Background: an optimization exercise with open tools, aiming at small area and few clock cycles per item. Do not read the settings as production practice.
The RTL was checked by simulation tests, not by an equivalence proof against the original design.
No activity file was given, so power comes from the tool's default toggle rates.

==> run a <==
// air_quality_index_daily_summary
module air_quality_index_daily_summary #(
  parameter int PERIODS_PER_DAY = 6
) (
  input  logic                clk,
  input  logic                rst_n,
  input  logic                cfg_we,
  input  logic [1:0]          cfg_index,
  input  logic [13:0]         cfg_wdata,
  input  logic                in_valid,
  output logic                in_ready,
  input  logic [13:0]         in_pm25_tenths,
  input  logic [13:0]         in_co2_ppm,
  input  logic signed [10:0]  in_temperature_tenths,
  input  logic [9:0]          in_humidity_tenths,
  output logic                out_valid,
  input  logic                out_ready,
  output logic [8:0]          out_aqi_index,
  output logic [2:0]          out_aqi_level,
  output logic [1:0]          out_co2_level,
  output logic signed [11:0]  out_thi_tenths,
  output logic [1:0]          out_thi_level,
  output logic                out_day_done,
  output logic [8:0]          out_avg_aqi,
  output logic [13:0]         out_avg_co2,
  output logic signed [11:0]  out_avg_thi_tenths,
  output logic [2:0]          out_rec_aqi_level,
  output logic [1:0]          out_rec_co2_level,
  output logic [2:0]          out_rec_thi_level
);
export LEC_CHECK = 0
export ABC_AREA = 1
export CAP_MARGIN = 20
export CORE_MARGIN = 2
export CORE_UTILIZATION = 55
export SLEW_MARGIN = 20
export SYNTH_HIERARCHICAL = 1
export SYNTH_MINIMUM_KEEP_SIZE = 0
create_clock -name core_clock -period 11.0 [get_ports {clk}]
standard.sh (not shown) runs the stock make flow with config.mk's settings and CLKGATE_MAP_FILE= SYNTH_SCRIPT=/design/flow/synth_recipe.tcl, a recipe that flattens the netlist after the stock synthesis.
==> flow/flow/run.sh <==
#!/bin/bash
# Layout flow: the standard flow (standard.sh), with
#  - the port buffers made of the smallest buffer cell (buf_1) instead of the
#    resizer's default choice (a delay buffer), and
#  - clock tree synthesis with clkbuf_8 buffers and without dummy loads.
set -e
export BUFFER_PORTS_ARGS="-buffer_cell sky130_fd_sc_hd__buf_1"
export CTS_ARGS="-sink_clustering_enable -repair_clock_nets -buf_list sky130_fd_sc_hd__clkbuf_8 -dont_use_dummy_load"
bash standard.sh > standard.log 2>&1
==> run b (differences from run a) <==
Settings changed: CORE_UTILIZATION 55 to 40.
==> summary of the runs <==
Worst hold slack: run b is higher than run a (0.012 ns).
Sequential cell count is the same in run b and run a.
In run b the setup slack is better than in run a, by 0.038 ns.
Against run b, the die area of run a is lower by about 27%.
Against run a, the non-clock buffer count of run b is lower by 3.
Of run a and run b, run a has the higher via count (gap 1.5%, measured against run b).
Testbench counts of run a, summed over its fixed seeds: cycles 24,016, items 24,000.
Testbench counts of run b, summed over its fixed seeds: cycles 24,016, items 24,000.

==> inputs of maple <==
Another version of the RTL of air_quality_index_daily_summary (not shown whole).
==> flow/config.mk <==
export PLATFORM = sky130hd
export DESIGN_NAME = air_quality_index_daily_summary
export DESIGN_NICKNAME = air_quality_index_daily_summary
export VERILOG_FILES = /design/flow/design.v
export SDC_FILE = /design/flow/constraint.sdc
export NUM_CORES = 4
export LEC_CHECK = 0
export ABC_AREA = 1
export CAP_MARGIN = 20
export CORE_MARGIN = 2
export CORE_UTILIZATION = 40
export SLEW_MARGIN = 20
export SYNTH_HIERARCHICAL = 1
export SYNTH_MINIMUM_KEEP_SIZE = 0
==> flow/constraint.sdc <==
create_clock -name core_clock -period 11.0 [get_ports {clk}]
set_input_delay 2.2000 -clock core_clock [delete_from_list [all_inputs] [get_ports {clk}]]
set_output_delay 2.2000 -clock core_clock [all_outputs]
set_load 0.01 [all_outputs]
==> flow/flow/run.sh <==
#!/bin/bash
set -e
export BUFFER_PORTS_ARGS="-buffer_cell sky130_fd_sc_hd__buf_1"
export CTS_ARGS="-sink_clustering_enable -repair_clock_nets -buf_list sky130_fd_sc_hd__clkbuf_16 -sink_clustering_size 30 -sink_clustering_max_diameter 150 -dont_use_dummy_load"
bash standard.sh > standard.log 2>&1
==> inputs of pepper, as changes to maple <==
==> flow/flow/run.sh (replaced) <==
#!/bin/bash
set -e
export BUFFER_PORTS_ARGS="-buffer_cell sky130_fd_sc_hd__buf_1"
export CTS_ARGS="-sink_clustering_enable -repair_clock_nets -buf_list {sky130_fd_sc_hd__clkbuf_4 sky130_fd_sc_hd__clkbuf_8} -dont_use_dummy_load"
bash standard.sh > standard.log 2>&1
==> inputs of sierra, as changes to maple <==
==> flow/flow/run.sh (replaced) <==
#!/bin/bash
# Layout flow: the standard flow (standard.sh), with
#  - the port buffers made of the smallest buffer cell (buf_1) instead of the
#    resizer's default choice (a delay buffer), and
#  - clock tree synthesis with clkbuf_8 buffers and without dummy loads.
set -e
export BUFFER_PORTS_ARGS="-buffer_cell sky130_fd_sc_hd__buf_1"
export CTS_ARGS="-sink_clustering_enable -repair_clock_nets -buf_list sky130_fd_sc_hd__clkbuf_8 -dont_use_dummy_load"
bash standard.sh > standard.log 2>&1
==> qor summary <==
Outcome: maple no timing/DRC/antenna violations; sierra no timing/DRC/antenna violations; pepper no timing/DRC/antenna violations
Clock latency (worst-skew pair): maple 0.44 ns; sierra 0.49 ns; pepper 0.49 ns
Mean number of vias per cell: maple 5.12; sierra 5.10; pepper 5.10
Endpoint required time on the critical path: maple 11.18 ns; sierra 11.23 ns; pepper 11.23 ns
Worst clock skew on the final layout: maple 0.0254 ns; sierra 0.0400 ns; pepper 0.0400 ns
Setup ws final: maple 1.04 ns; sierra 1.10 ns; pepper 1.10 ns
Int Pwr: maple 0.00370 W; sierra 0.00356 W; pepper 0.00356 W
Crit path arrival time: maple 10.14 ns; sierra 10.13 ns; pepper 10.13 ns
DRT Pass-1 Iters: maple 5; sierra 6; pepper 6
Power spent charging and discharging nets: maple 0.00360 W; sierra 0.00357 W; pepper 0.00357 W
Switching fraction of total power: maple 49.3%; sierra 50.1%; pepper 50.1%
Power density relative to cell area: maple 358 nW/µm²; sierra 353 nW/µm²; pepper 353 nW/µm²
Top achievable clock speed: maple 100 MHz; sierra 101 MHz; pepper 101 MHz
Total GRT Usage: maple 20.3%; sierra 20.3%; pepper 20.3%
Overall routed net length: maple 48.1 mm; sierra 47.9 mm; pepper 47.9 mm
Crit path time final: maple 9.96 ns; sierra 9.90 ns; pepper 9.90 ns
Clk tree area frac: maple 2.09%; sierra 1.16%; pepper 1.16%
WL met3: maple 2.48 mm; sierra 2.75 mm; pepper 2.75 mm
Final core utilization: maple 44.0%; sierra 43.6%; pepper 43.6%
Testbench counts of maple, summed over its fixed seeds: cycles 24,016, items 24,000.
Testbench counts of pepper, summed over its fixed seeds: cycles 24,016, items 24,000.
Testbench counts of sierra, summed over its fixed seeds: cycles 24,016, items 24,000.

separate check: timing with driven ports:
The flow's constraints put no driver on any port. The routed layouts listed below were extracted and timed again, unchanged, in two steps. Step 1: set_driving_cell puts a clkbuf_16 on clk and a buf_2 on each other input, an assumption about the parent block. Step 2 also shifts input and output timing later by t, the mid clock arrival at the registers, as if the neighbouring blocks saw the same clock. a / b / c = ideal ports / drivers / drivers and shift; a / b = the first two.
| run | t, ns | setup WS [ns] | worst hold slack (ns) | worst setup path after step 2 | slew at the worst register clock pin (ns) |
|---|---|---|---|---|---|
| run a | 0.517 | 1.203 / 1.218 / 0.701 | 0.454 / 0.454 / 0.454 | input to register | 0.10 / 0.10 |
| run b | 0.522 | 1.241 / 1.267 / 0.745 | 0.465 / 0.465 / 0.465 | input to register | 0.08 / 0.08 |
| maple | 0.476 | 1.040 / 1.063 / 0.587 | 0.461 / 0.461 / 0.461 | input to register | 0.07 / 0.07 |
| pepper | 0.517 | 1.099 / 1.118 / 0.601 | 0.463 / 0.463 / 0.463 | input to register | 0.10 / 0.10 |
| sierra | 0.517 | 1.099 / 1.118 / 0.601 | 0.463 / 0.463 / 0.463 | input to register | 0.10 / 0.10 |
After both steps setup and hold are still met in every run listed. The setup slack of run a, which loses most, moves by +0.015 ns with the drivers and by -0.502 ns with both steps.
